What follows belongs to an exercise in optimizing a design on an open flow for small area, a short achievable clock period and few clock cycles; a production flow would make more cautious choices.
At most, simulation tests tie the RTL to the original design; equivalence was not proved.

==> build 45: inputs <==
==> flow/design.v (excerpt) <==
module approx_mac_top (
    input  wire                         clk,
    input  wire                         arst_n,
    input  wire [33:0]                  cmd,     
    input  wire                         cmd_valid,
    output logic                        cmd_ready,
    output logic [151:0]                result,  
    output logic                        result_valid,
    input  wire                         result_ready
);
==> flow/config.mk <==
export PLATFORM = sky130hd
export DESIGN_NAME = approx_mac_top
export DESIGN_NICKNAME = approx_mac_top
export VERILOG_FILES = /design/flow/design.v
export SDC_FILE = /design/flow/constraint.sdc
export NUM_CORES = 4
export LEC_CHECK = 0
export CAP_MARGIN = 20
export CORE_MARGIN = 2
export CORE_UTILIZATION = 40
export SETUP_SLACK_MARGIN = 5
export SLEW_MARGIN = 20
export SYNTH_HIERARCHICAL = 1
==> flow/constraint.sdc <==
create_clock -name core_clock -period 9.0 [get_ports {clk}]
set_input_delay 1.8000 -clock core_clock [delete_from_list [all_inputs] [get_ports {clk}]]
set_output_delay 1.8000 -clock core_clock [all_outputs]
set_load 0.01 [all_outputs]
run.sh (not shown) runs the stock make flow with config.mk's settings and CLKGATE_MAP_FILE= SYNTH_SCRIPT=/design/flow/synth_recipe.tcl, a recipe that flattens the netlist after the stock synthesis.
==> inputs of build 18, as changes to build 45 <==
--- a/flow/design.v
+++ b/flow/design.v
@@ -1426,24 +1426,16 @@
     logic [19:0]            max_q;
     logic [32-1:0] approx_cnt;
     logic                   neg;
     logic [19:0]            d_inv;    
     logic [19:0]            abs_err;  
-    logic [22:0]            sum_lo;   
-    logic [26:0]            sum_hi1;  
+    logic [48:0]            sum_nxt;
     logic [21:0]            cmp;      
     assign neg     = d[20];
     assign d_inv   = d[19:0] ^ {20{neg}};
     assign abs_err = d_inv + {19'b0, neg};
-    assign sum_lo  = {1'b0, err_sum[20:0], 1'b1} + {2'b0, d_inv, neg};
-    assign sum_hi1 = err_sum[47:21] + 1'b1;
-    logic [20:0] acc_lo;
-    logic [19:0] acc_hi0;
-    logic [19:0] acc_hi1;
-    assign acc_lo  = {1'b0, acc_s[19:0]} + {1'b0, acc_c[19:0]};
-    assign acc_hi0 = acc_s[39:20] + acc_c[39:20];
-    assign acc_hi1 = acc_s[39:20] + acc_c[39:20] + 20'd1;
+    assign sum_nxt = {err_sum, 1'b1} + {28'b0, d_inv, neg};
     assign cmp     = {1'b0, d_inv, 1'b1} + {1'b0, ~max_q, neg};
     always_ff @(posedge clk or negedge arst_n) begin
         if (!arst_n) begin
             acc        <= '0;
             err_sum    <= '0;
@@ -1453,13 +1445,13 @@
             acc        <= '0;
             err_sum    <= '0;
             max_q      <= '0;
             approx_cnt <= '0;
         end else begin
-            if (b_apx || b_exa) acc <= {acc_lo[20] ? acc_hi1 : acc_hi0, acc_lo[19:0]};  
+            if (b_apx || b_exa) acc <= acc_s + acc_c;  
             if (b_apx) begin
-                err_sum    <= {sum_lo[22] ? sum_hi1 : err_sum[47:21], sum_lo[21:1]};
+                err_sum    <= sum_nxt[48:1];
                 approx_cnt <= approx_cnt + 1'b1;
                 if (cmp[21]) max_q <= abs_err;
             end
         end
     end
==> flow/flow/run.sh (new file) <==
#!/bin/bash
# The standard layout (the standard.sh, all ORFS steps unchanged), except that the
# port buffers buffer_ports inserts are sky130_fd_sc_hd__buf_1 cells instead of the
# delay buffers it picks by default. Every input and output port still gets a buffer.
set -euo pipefail
export BUFFER_PORTS_ARGS="-buffer_cell sky130_fd_sc_hd__buf_1"
bash standard.sh > standard_flow.log 2>&1
==> flow/standard.sh (new file) <==
#!/bin/bash
# synth_recipe.tcl (not shown) runs the flow's synth.tcl, then flattens the netlist and writes it again
# the make line also repeats each setting of config.mk as NAME=value (left out here)
make -C /OpenROAD-flow-scripts/flow DESIGN_CONFIG=/design/flow/config.mk WORK_HOME=/design/flow/orfs CLKGATE_MAP_FILE= SYNTH_SCRIPT=/design/flow/synth_recipe.tcl "${@:-finish}"
- CORE_UTILIZATION: 40 -> 60
- CTS_BUF_LIST: not set -> sky130_fd_sc_hd__clkbuf_8
- CTS_CLUSTER_DIAMETER: not set -> 60
- CTS_CLUSTER_SIZE: not set -> 16
removed: flow/run.sh
==> metrics.md <==
| Metric | Value |
|---|---|
| Mapped Avg Cell Area | `10.0 sq um` |
| Mux share of post-synthesis cell area | `0.00958` |
| Crit-path slowest cell | `or4_4` |
| Max Clk Rate | `0.238 GHz` |
| Detailed placer's ending HPWL | `40,800 microns` |
| Vias per std cell | `5.42` |
| Status | `timing/DRC/antenna clean` |
-- figures above: build 45

==> metrics.md <==
| Metric | Value |
|---|---|
| Core Region | `0.0356 sq mm` |
| Mapped Cells | `2,182` |
| Adder-cell share of the synthesized area | `0.274` |
| Crit-path slowest cell | `fa_2` |
| Status | `timing/DRC/antenna clean` |
| Mapped Avg Cell Area | `9.93 sq um` |
| Vias per std cell | `6.00` |
| Mux share of post-synthesis cell area | `0.0212` |
| Detailed Routing Iterations Pass 1 | `5` |
| Detailed placer's ending HPWL | `41,400 microns` |
-- figures above: build 18

No functional check of the RTL was part of any run of this note.

==> run C: inputs <==
Another version of the RTL of approx_mac_top (not shown whole).
==> flow/design.v (excerpt) <==
module approx_mac_top (
    input  wire                         clk,
    input  wire                         arst_n,
    input  wire [33:0]                  cmd,     
    input  wire                         cmd_valid,
    output logic                        cmd_ready,
    output logic [151:0]                result,  
    output logic                        result_valid,
    input  wire                         result_ready
);
    mac_op_pkg::mac_cmd_t         cmd_s;
    mac_data_pkg::mac_result_t    result_s;
    assign cmd_s  = cmd;
    assign result = result_s;
    logic       a_v;
    logic [1:0] a_op;
    logic       go;
    logic       a_v_nxt;
    logic       rv_nxt;
    logic       b_clr;
    logic       b_apx;
    logic       b_exa;
    assign go      = !result_valid || result_ready;
    assign a_v_nxt = (a_v && !go) || (cmd_valid && cmd_ready);
    assign rv_nxt  = (result_valid && !result_ready) || (a_v && go && a_op == mac_op_pkg::OP_READ);
    always_ff @(posedge clk or negedge arst_n) begin
        if (!arst_n) begin
            a_v          <= 1'b0;
            cmd_ready    <= 1'b1;
            result_valid <= 1'b0;
            b_clr        <= 1'b0;
            b_apx        <= 1'b0;
            b_exa        <= 1'b0;
        end else begin
            a_v          <= a_v_nxt;
            result_valid <= rv_nxt;
            cmd_ready    <= !(a_v_nxt && rv_nxt);
            b_clr        <= a_v && go && a_op == mac_op_pkg::OP_CLEAR;
            b_apx        <= a_v && go && a_op == mac_op_pkg::OP_MAC_APPROX;
            b_exa        <= a_v && go && a_op == mac_op_pkg::OP_MAC_EXACT;
        end
    end
    logic [16-1:0] x;   
    logic [16-1:0] y;   
    logic                   ex;  
    always_ff @(posedge clk) begin
        if (cmd_ready) begin
            a_op <= cmd_s.op;
            x    <= cmd_s.a;
            y    <= cmd_s.b;
        end
    end
    assign ex = (a_op == mac_op_pkg::OP_MAC_EXACT);
    logic signed [40-1:0] acc;
    logic [39:0]                  acc_s;    
    logic [39:0]                  acc_c;
    logic [20:0]                  d;        
    logic pt_w1;
    logic pt_w2;
    logic pt_w3;
    logic pt_w4;
  ...
clock: 9.0 ns
lec_check: 0
cap_margin: 20
core_margin: 2
core_utilization: 40
setup_slack_margin: 5
slew_margin: 20
synth_hierarchical: 1
Stock flow here: none of the scripts above is used.
==> run M (differences from run C) <==
--- a/flow/design.v
+++ b/flow/design.v
@@ -54,36 +54,47 @@
 );
     mac_op_pkg::mac_cmd_t         cmd_s;
     mac_data_pkg::mac_result_t    result_s;
     assign cmd_s  = cmd;
     assign result = result_s;
-    logic       a_v;
+    logic       a_v;        
     logic [1:0] a_op;
-    logic       go;
+    logic       clr_p;      
+    logic       go;         
+    logic       accept;
+    logic       clr_go;     
+    logic       a_go;       
     logic       a_v_nxt;
+    logic       clr_p_nxt;
     logic       rv_nxt;
     logic       b_clr;
     logic       b_apx;
     logic       b_exa;
-    assign go      = !result_valid || result_ready;
-    assign a_v_nxt = (a_v && !go) || (cmd_valid && cmd_ready);
-    assign rv_nxt  = (result_valid && !result_ready) || (a_v && go && a_op == mac_op_pkg::OP_READ);
+    assign go        = !result_valid || result_ready;
+    assign accept    = cmd_valid && cmd_ready;
+    assign clr_go    = clr_p && go;
+    assign a_go      = a_v && go && !clr_p;
+    assign a_v_nxt   = (a_v && !a_go) || (accept && cmd_s.op != mac_op_pkg::OP_CLEAR);
+    assign clr_p_nxt = (clr_p && !clr_go) || (accept && cmd_s.op == mac_op_pkg::OP_CLEAR);
+    assign rv_nxt    = (result_valid && !result_ready) || (a_go && a_op == mac_op_pkg::OP_READ);
     always_ff @(posedge clk or negedge arst_n) begin
         if (!arst_n) begin
             a_v          <= 1'b0;
+            clr_p        <= 1'b0;
             cmd_ready    <= 1'b1;
             result_valid <= 1'b0;
             b_clr        <= 1'b0;
             b_apx        <= 1'b0;
             b_exa        <= 1'b0;
         end else begin
             a_v          <= a_v_nxt;
+            clr_p        <= clr_p_nxt;
             result_valid <= rv_nxt;
-            cmd_ready    <= !(a_v_nxt && rv_nxt);
-            b_clr        <= a_v && go && a_op == mac_op_pkg::OP_CLEAR;
-            b_apx        <= a_v && go && a_op == mac_op_pkg::OP_MAC_APPROX;
-            b_exa        <= a_v && go && a_op == mac_op_pkg::OP_MAC_EXACT;
+            cmd_ready    <= !(a_v_nxt && (rv_nxt || clr_p_nxt));
+            b_clr        <= clr_go;
+            b_apx        <= a_go && a_op == mac_op_pkg::OP_MAC_APPROX;
+            b_exa        <= a_go && a_op == mac_op_pkg::OP_MAC_EXACT;
         end
     end
     logic [16-1:0] x;   
     logic [16-1:0] y;   
     logic                   ex;  
@@ -1039,14 +1050,14 @@
     logic at_w75;
     logic at_w76;
     logic at_w77;
     logic at_w78;
     logic [61:0] pr_q;
-    logic [18:0] er_q;
-    logic [10:0] elo;
-    logic [10:0] elo_q;
-    logic [11:0] ehi;
+    logic [10:0] er_q;
+    logic [14:0] elo;
+    logic [14:0] elo_q;
+    logic [7:0] ehi;
     assign pt_w3 = (x[6] & y[8]);
     assign pt_w4 = (x[7] & y[7]);
     assign pt_w5 = (x[8] & y[6]);
     mac_fa pt_fa5 (.a(pt_w3), .b(pt_w4), .c(pt_w5), .s(pt_w1), .co(pt_w2));
     assign pt_w8 = (x[9] & y[5]);
@@ -1640,11 +1651,11 @@
     mac_fa et_fa172 (.a(et_w123), .b(et_w124), .c(et_w172), .s(et_w170), .co(et_w171));
     assign et_w175 = ~((x[4] & y[13]) ^ (x[5] & y[12]));
     mac_fa et_fa175 (.a(et_w125), .b(et_w126), .c(et_w175), .s(et_w173), .co(et_w174));
     assign et_w176 = ~(et_w127 ^ ((x[4] & y[13]) ^ (x[5] & y[12])));
     assign et_w177 = et_w127 | ((x[4] & y[13]) ^ (x[5] & y[12]));
-    assign elo = {1'b0, et_w150, et_w147, et_w145, et_w142, et_w139, et_w136, et_w132, et_w130, et_w129, 1'b1} + {1'b0, et_w152, et_w149, et_w146, et_w144, et_w141, et_w138, et_w135, et_w131, ~(x[1] & y[0]), ~(x[0] & y[0])};
+    assign elo = {1'b0, et_w161, et_w159, et_w156, et_w153, et_w150, et_w147, et_w145, et_w142, et_w139, et_w136, et_w132, et_w130, et_w129, 1'b1} + {1'b0, et_w162, et_w160, et_w158, et_w155, et_w152, et_w149, et_w146, et_w144, et_w141, et_w138, et_w135, et_w131, ~(x[1] & y[0]), ~(x[0] & y[0])};
     always_ff @(posedge clk) begin
         elo_q <= elo;
         pr_q[0] <= ((x[0] & y[0]) & ex);
         pr_q[1] <= ((x[0] & y[1]) & ex);
         pr_q[2] <= ((x[1] & y[0]) & ex);
@@ -1705,29 +1716,21 @@
         pr_q[57] <= pt_w679;
         pr_q[58] <= pt_w681;
         pr_q[59] <= pt_w682;
         pr_q[60] <= pt_w684;
         pr_q[61] <= pt_w685;
-        er_q[0] <= et_w153;
-        er_q[1] <= et_w155;
-        er_q[2] <= et_w156;
-        er_q[3] <= et_w158;
-        er_q[4] <= et_w159;
-        er_q[5] <= et_w160;
-        er_q[6] <= et_w161;
-        er_q[7] <= et_w162;
-        er_q[8] <= et_w163;
-        er_q[9] <= et_w165;
-        er_q[10] <= et_w166;
-        er_q[11] <= et_w168;
-        er_q[12] <= et_w169;
-        er_q[13] <= et_w170;
-        er_q[14] <= et_w171;
-        er_q[15] <= et_w173;
-        er_q[16] <= et_w174;
-        er_q[17] <= et_w176;
-        er_q[18] <= et_w177;
+        er_q[0] <= et_w163;
+        er_q[1] <= et_w165;
+        er_q[2] <= et_w166;
+        er_q[3] <= et_w168;
+        er_q[4] <= et_w169;
+        er_q[5] <= et_w170;
+        er_q[6] <= et_w171;
+        er_q[7] <= et_w173;
+        er_q[8] <= et_w174;
+        er_q[9] <= et_w176;
+        er_q[10] <= et_w177;
     end
     mac_ha at_ha2 (.a(acc[1]), .b(pr_q[1]), .s(at_w1), .co(at_w2));
     mac_fa at_fa4 (.a(acc[2]), .b(pr_q[3]), .c(pr_q[4]), .s(at_w3), .co(at_w4));
     mac_fa at_fa6 (.a(acc[3]), .b(pr_q[5]), .c(pr_q[6]), .s(at_w5), .co(at_w6));
     mac_fa at_fa8 (.a(acc[4]), .b(pr_q[7]), .c(pr_q[8]), .s(at_w7), .co(at_w8));
@@ -1775,12 +1778,12 @@
     assign at_w76 = acc[38];
     assign at_w77 = ~acc[39];
     assign at_w78 = acc[39];
     assign acc_s = {at_w76, at_w74, at_w72, at_w70, at_w68, at_w66, at_w64, at_w62, at_w60, at_w58, at_w56, at_w54, at_w52, at_w50, at_w48, at_w46, at_w44, at_w42, at_w40, at_w38, at_w36, at_w34, at_w32, at_w30, at_w28, at_w26, at_w24, at_w22, at_w20, at_w18, at_w16, at_w14, at_w12, at_w10, at_w8, at_w6, at_w4, at_w2, at_w1, acc[0]};
     assign acc_c = {at_w77, at_w75, at_w73, at_w71, at_w69, at_w67, at_w65, at_w63, at_w61, at_w59, at_w57, at_w55, at_w53, at_w51, at_w49, at_w47, at_w45, at_w43, at_w41, at_w39, at_w37, at_w35, at_w33, at_w31, at_w29, at_w27, at_w25, at_w23, at_w21, at_w19, at_w17, at_w15, at_w13, at_w11, at_w9, at_w7, at_w5, at_w3, pr_q[2], pr_q[0]};
-    assign ehi = {1'b1, er_q[18], er_q[16], er_q[14], er_q[12], er_q[10], er_q[8], er_q[6], er_q[4], er_q[2], er_q[0], 1'b1} + {1'b0, 1'b0, er_q[17], er_q[15], er_q[13], er_q[11], er_q[9], er_q[7], er_q[5], er_q[3], er_q[1], elo_q[10]};
-    assign d = {ehi[11:1], elo_q[9:0]};
+    assign ehi = {1'b1, er_q[10], er_q[8], er_q[6], er_q[4], er_q[2], er_q[0], 1'b1} + {1'b0, 1'b0, er_q[9], er_q[7], er_q[5], er_q[3], er_q[1], elo_q[14]};
+    assign d = {ehi[7:1], elo_q[13:0]};
     logic [48-1:0]  err_sum;
     logic [19:0]            max_q;
     logic [32-1:0] approx_cnt;
     logic                   neg;
     logic [19:0]            d_inv;    
==> flow/flow/run.sh (new file) <==
#!/bin/bash
# The standard layout (the standard.sh, all ORFS steps unchanged), except that the
# port buffers buffer_ports inserts are sky130_fd_sc_hd__buf_1 cells instead of the
# delay buffers it picks by default. Every input and output port still gets a buffer.
set -euo pipefail
export BUFFER_PORTS_ARGS="-buffer_cell sky130_fd_sc_hd__buf_1"
bash standard.sh > standard_flow.log 2>&1
==> flow/standard.sh (new file) <==
#!/bin/bash
# synth_recipe.tcl (not shown) runs the flow's synth.tcl, then flattens the netlist and writes it again
# the make line also repeats each setting of config.mk as NAME=value (left out here)
make -C /OpenROAD-flow-scripts/flow DESIGN_CONFIG=/design/flow/config.mk WORK_HOME=/design/flow/orfs CLKGATE_MAP_FILE= SYNTH_SCRIPT=/design/flow/synth_recipe.tcl "${@:-finish}"
--- a/flow/config.mk
+++ b/flow/config.mk
@@ -5,9 +5,13 @@
 export SDC_FILE = /design/flow/constraint.sdc
 export NUM_CORES = 4
 export LEC_CHECK = 0
 export CAP_MARGIN = 20
 export CORE_MARGIN = 2
-export CORE_UTILIZATION = 40
+export CORE_UTILIZATION = 60
+export CTS_BUF_LIST = sky130_fd_sc_hd__clkbuf_8
+export CTS_CLUSTER_DIAMETER = 60
+export CTS_CLUSTER_SIZE = 16
+export PLACE_DENSITY = 0.75
 export SETUP_SLACK_MARGIN = 5
 export SLEW_MARGIN = 20
 export SYNTH_HIERARCHICAL = 1
removed: flow/run.sh
==> run A (differences from run C) <==
--- a/flow/design.v
+++ b/flow/design.v
@@ -54,36 +54,47 @@
 );
     mac_op_pkg::mac_cmd_t         cmd_s;
     mac_data_pkg::mac_result_t    result_s;
     assign cmd_s  = cmd;
     assign result = result_s;
-    logic       a_v;
+    logic       a_v;        
     logic [1:0] a_op;
-    logic       go;
+    logic       clr_p;      
+    logic       go;         
+    logic       accept;
+    logic       clr_go;     
+    logic       a_go;       
     logic       a_v_nxt;
+    logic       clr_p_nxt;
     logic       rv_nxt;
     logic       b_clr;
     logic       b_apx;
     logic       b_exa;
-    assign go      = !result_valid || result_ready;
-    assign a_v_nxt = (a_v && !go) || (cmd_valid && cmd_ready);
-    assign rv_nxt  = (result_valid && !result_ready) || (a_v && go && a_op == mac_op_pkg::OP_READ);
+    assign go        = !result_valid || result_ready;
+    assign accept    = cmd_valid && cmd_ready;
+    assign clr_go    = clr_p && go;
+    assign a_go      = a_v && go && !clr_p;
+    assign a_v_nxt   = (a_v && !a_go) || (accept && cmd_s.op != mac_op_pkg::OP_CLEAR);
+    assign clr_p_nxt = (clr_p && !clr_go) || (accept && cmd_s.op == mac_op_pkg::OP_CLEAR);
+    assign rv_nxt    = (result_valid && !result_ready) || (a_go && a_op == mac_op_pkg::OP_READ);
     always_ff @(posedge clk or negedge arst_n) begin
         if (!arst_n) begin
             a_v          <= 1'b0;
+            clr_p        <= 1'b0;
             cmd_ready    <= 1'b1;
             result_valid <= 1'b0;
             b_clr        <= 1'b0;
             b_apx        <= 1'b0;
             b_exa        <= 1'b0;
         end else begin
             a_v          <= a_v_nxt;
+            clr_p        <= clr_p_nxt;
             result_valid <= rv_nxt;
-            cmd_ready    <= !(a_v_nxt && rv_nxt);
-            b_clr        <= a_v && go && a_op == mac_op_pkg::OP_CLEAR;
-            b_apx        <= a_v && go && a_op == mac_op_pkg::OP_MAC_APPROX;
-            b_exa        <= a_v && go && a_op == mac_op_pkg::OP_MAC_EXACT;
+            cmd_ready    <= !(a_v_nxt && (rv_nxt || clr_p_nxt));
+            b_clr        <= clr_go;
+            b_apx        <= a_go && a_op == mac_op_pkg::OP_MAC_APPROX;
+            b_exa        <= a_go && a_op == mac_op_pkg::OP_MAC_EXACT;
         end
     end
     logic [16-1:0] x;   
     logic [16-1:0] y;   
     logic                   ex;  
@@ -1039,14 +1050,14 @@
     logic at_w75;
     logic at_w76;
     logic at_w77;
     logic at_w78;
     logic [61:0] pr_q;
-    logic [18:0] er_q;
-    logic [10:0] elo;
-    logic [10:0] elo_q;
-    logic [11:0] ehi;
+    logic [10:0] er_q;
+    logic [14:0] elo;
+    logic [14:0] elo_q;
+    logic [7:0] ehi;
     assign pt_w3 = (x[6] & y[8]);
     assign pt_w4 = (x[7] & y[7]);
     assign pt_w5 = (x[8] & y[6]);
     mac_fa pt_fa5 (.a(pt_w3), .b(pt_w4), .c(pt_w5), .s(pt_w1), .co(pt_w2));
     assign pt_w8 = (x[9] & y[5]);
@@ -1640,11 +1651,11 @@
     mac_fa et_fa172 (.a(et_w123), .b(et_w124), .c(et_w172), .s(et_w170), .co(et_w171));
     assign et_w175 = ~((x[4] & y[13]) ^ (x[5] & y[12]));
     mac_fa et_fa175 (.a(et_w125), .b(et_w126), .c(et_w175), .s(et_w173), .co(et_w174));
     assign et_w176 = ~(et_w127 ^ ((x[4] & y[13]) ^ (x[5] & y[12])));
     assign et_w177 = et_w127 | ((x[4] & y[13]) ^ (x[5] & y[12]));
-    assign elo = {1'b0, et_w150, et_w147, et_w145, et_w142, et_w139, et_w136, et_w132, et_w130, et_w129, 1'b1} + {1'b0, et_w152, et_w149, et_w146, et_w144, et_w141, et_w138, et_w135, et_w131, ~(x[1] & y[0]), ~(x[0] & y[0])};
+    assign elo = {1'b0, et_w161, et_w159, et_w156, et_w153, et_w150, et_w147, et_w145, et_w142, et_w139, et_w136, et_w132, et_w130, et_w129, 1'b1} + {1'b0, et_w162, et_w160, et_w158, et_w155, et_w152, et_w149, et_w146, et_w144, et_w141, et_w138, et_w135, et_w131, ~(x[1] & y[0]), ~(x[0] & y[0])};
     always_ff @(posedge clk) begin
         elo_q <= elo;
         pr_q[0] <= ((x[0] & y[0]) & ex);
         pr_q[1] <= ((x[0] & y[1]) & ex);
         pr_q[2] <= ((x[1] & y[0]) & ex);
@@ -1705,29 +1716,21 @@
         pr_q[57] <= pt_w679;
         pr_q[58] <= pt_w681;
         pr_q[59] <= pt_w682;
         pr_q[60] <= pt_w684;
         pr_q[61] <= pt_w685;
-        er_q[0] <= et_w153;
-        er_q[1] <= et_w155;
-        er_q[2] <= et_w156;
-        er_q[3] <= et_w158;
-        er_q[4] <= et_w159;
-        er_q[5] <= et_w160;
-        er_q[6] <= et_w161;
-        er_q[7] <= et_w162;
-        er_q[8] <= et_w163;
-        er_q[9] <= et_w165;
-        er_q[10] <= et_w166;
-        er_q[11] <= et_w168;
-        er_q[12] <= et_w169;
-        er_q[13] <= et_w170;
-        er_q[14] <= et_w171;
-        er_q[15] <= et_w173;
-        er_q[16] <= et_w174;
-        er_q[17] <= et_w176;
-        er_q[18] <= et_w177;
+        er_q[0] <= et_w163;
+        er_q[1] <= et_w165;
+        er_q[2] <= et_w166;
+        er_q[3] <= et_w168;
+        er_q[4] <= et_w169;
+        er_q[5] <= et_w170;
+        er_q[6] <= et_w171;
+        er_q[7] <= et_w173;
+        er_q[8] <= et_w174;
+        er_q[9] <= et_w176;
+        er_q[10] <= et_w177;
     end
     mac_ha at_ha2 (.a(acc[1]), .b(pr_q[1]), .s(at_w1), .co(at_w2));
     mac_fa at_fa4 (.a(acc[2]), .b(pr_q[3]), .c(pr_q[4]), .s(at_w3), .co(at_w4));
     mac_fa at_fa6 (.a(acc[3]), .b(pr_q[5]), .c(pr_q[6]), .s(at_w5), .co(at_w6));
     mac_fa at_fa8 (.a(acc[4]), .b(pr_q[7]), .c(pr_q[8]), .s(at_w7), .co(at_w8));
@@ -1775,12 +1778,12 @@
     assign at_w76 = acc[38];
     assign at_w77 = ~acc[39];
     assign at_w78 = acc[39];
     assign acc_s = {at_w76, at_w74, at_w72, at_w70, at_w68, at_w66, at_w64, at_w62, at_w60, at_w58, at_w56, at_w54, at_w52, at_w50, at_w48, at_w46, at_w44, at_w42, at_w40, at_w38, at_w36, at_w34, at_w32, at_w30, at_w28, at_w26, at_w24, at_w22, at_w20, at_w18, at_w16, at_w14, at_w12, at_w10, at_w8, at_w6, at_w4, at_w2, at_w1, acc[0]};
     assign acc_c = {at_w77, at_w75, at_w73, at_w71, at_w69, at_w67, at_w65, at_w63, at_w61, at_w59, at_w57, at_w55, at_w53, at_w51, at_w49, at_w47, at_w45, at_w43, at_w41, at_w39, at_w37, at_w35, at_w33, at_w31, at_w29, at_w27, at_w25, at_w23, at_w21, at_w19, at_w17, at_w15, at_w13, at_w11, at_w9, at_w7, at_w5, at_w3, pr_q[2], pr_q[0]};
-    assign ehi = {1'b1, er_q[18], er_q[16], er_q[14], er_q[12], er_q[10], er_q[8], er_q[6], er_q[4], er_q[2], er_q[0], 1'b1} + {1'b0, 1'b0, er_q[17], er_q[15], er_q[13], er_q[11], er_q[9], er_q[7], er_q[5], er_q[3], er_q[1], elo_q[10]};
-    assign d = {ehi[11:1], elo_q[9:0]};
+    assign ehi = {1'b1, er_q[10], er_q[8], er_q[6], er_q[4], er_q[2], er_q[0], 1'b1} + {1'b0, 1'b0, er_q[9], er_q[7], er_q[5], er_q[3], er_q[1], elo_q[14]};
+    assign d = {ehi[7:1], elo_q[13:0]};
     logic [48-1:0]  err_sum;
     logic [19:0]            max_q;
     logic [32-1:0] approx_cnt;
     logic                   neg;
     logic [19:0]            d_inv;    
==> flow/flow/run.sh (new file) <==
#!/bin/bash
# The standard layout (the standard.sh, all ORFS steps unchanged), except that the
# port buffers buffer_ports inserts are sky130_fd_sc_hd__buf_1 cells instead of the
# delay buffers it picks by default. Every input and output port still gets a buffer.
set -euo pipefail
export BUFFER_PORTS_ARGS="-buffer_cell sky130_fd_sc_hd__buf_1"
bash standard.sh > standard_flow.log 2>&1
==> flow/standard.sh (new file) <==
#!/bin/bash
# synth_recipe.tcl (not shown) runs the flow's synth.tcl, then flattens the netlist and writes it again
# the make line also repeats each setting of config.mk as NAME=value (left out here)
make -C /OpenROAD-flow-scripts/flow DESIGN_CONFIG=/design/flow/config.mk WORK_HOME=/design/flow/orfs CLKGATE_MAP_FILE= SYNTH_SCRIPT=/design/flow/synth_recipe.tcl "${@:-finish}"
==> flow/config.mk (replaced) <==
export PLATFORM = sky130hd
export DESIGN_NAME = approx_mac_top
export DESIGN_NICKNAME = approx_mac_top
export VERILOG_FILES = /design/flow/design.v
export SDC_FILE = /design/flow/constraint.sdc
export NUM_CORES = 4
export LEC_CHECK = 0
export ABC_AREA = 1
export CAP_MARGIN = 20
export CORE_MARGIN = 2
export CORE_UTILIZATION = 60
export CTS_BUF_LIST = sky130_fd_sc_hd__clkbuf_8
export CTS_CLUSTER_DIAMETER = 60
export CTS_CLUSTER_SIZE = 16
export SETUP_SLACK_MARGIN = 5
export SLEW_MARGIN = 20
export SYNTH_HIERARCHICAL = 1
removed: flow/run.sh
==> summary.txt <==
|  | run C | run M | run A |
|---|---|---|---|
| Run status | finished clean | finished clean | finished clean |
| Worst stage delay on the critical path | 0.41 ns | 0.86 ns | 0.93 ns |
| # diodes | 0 | 1 | 0 |
| Inverters | 87 | 86 | 435 |
| Fraction of layout instances using a drive strength above 1 | 11.6% | 10.3% | 6.34% |
| Post-placement cell area | 24,600 sq um | 23,100 sq um | 24,400 sq um |
| WP depth | 17 | 13 | 7 |
| Area overhead of the layout relative to synthesis | 23.8% | 13.4% | 9.83% |
| CTS sink count | 272 | 269 | 269 |
| Root Buffer Master | sky130_fd_sc_hd__clkbuf_16 | sky130_fd_sc_hd__clkbuf_8 | sky130_fd_sc_hd__clkbuf_8 |
| Number of clock buffers in the layout | 44 | 27 | 31 |
Testbench counts of run M, summed over its fixed seeds: cycles 8,168.
Testbench counts of run A, summed over its fixed seeds: cycles 8,168.
Only the layout flow was run in run C; the RTL was not checked for function there.

## static timing again, ports no longer ideal
The results above use ideal ports. As a check the final layouts listed here were re-extracted and re-timed, cells and wires unchanged.
Step 1 sets driving cells, clkbuf_16 on the clock port and buf_2 on the other inputs (assumed; they add their load-dependent delay and slew).
Step 2 times the ports against the registers' clock, not the clock port: input delays grow and output delays shrink by t, the midpoint of the rising clock arrivals with the driver on.
Three values: no drivers, after step 1, after step 2; two values: the first two.
| run | shift t [ns] | setup WS [ns] | hold slack, ns | worst register clock-pin slew, ns |
|---|---|---|---|---|
| build 45 | 0.613 | 4.790 / 4.790 / 4.790 | 0.513 / 0.513 / 0.513 | 0.06 / 0.06 |
| build 18 | 0.689 | 4.988 / 4.988 / 4.988 | 0.517 / 0.517 / 0.517 | 0.11 / 0.11 |
| run C | 0.599 | 4.961 / 4.961 / 4.961 | 0.515 / 0.515 / 0.515 | 0.06 / 0.06 |
| run M | 0.655 | 4.950 / 4.950 / 4.950 | 0.490 / 0.490 / 0.490 | 0.11 / 0.11 |
| run A | 0.703 | 5.069 / 5.069 / 5.069 | 0.480 / 0.480 / 0.480 | 0.11 / 0.11 |
After both steps setup and hold are still met in every run listed.
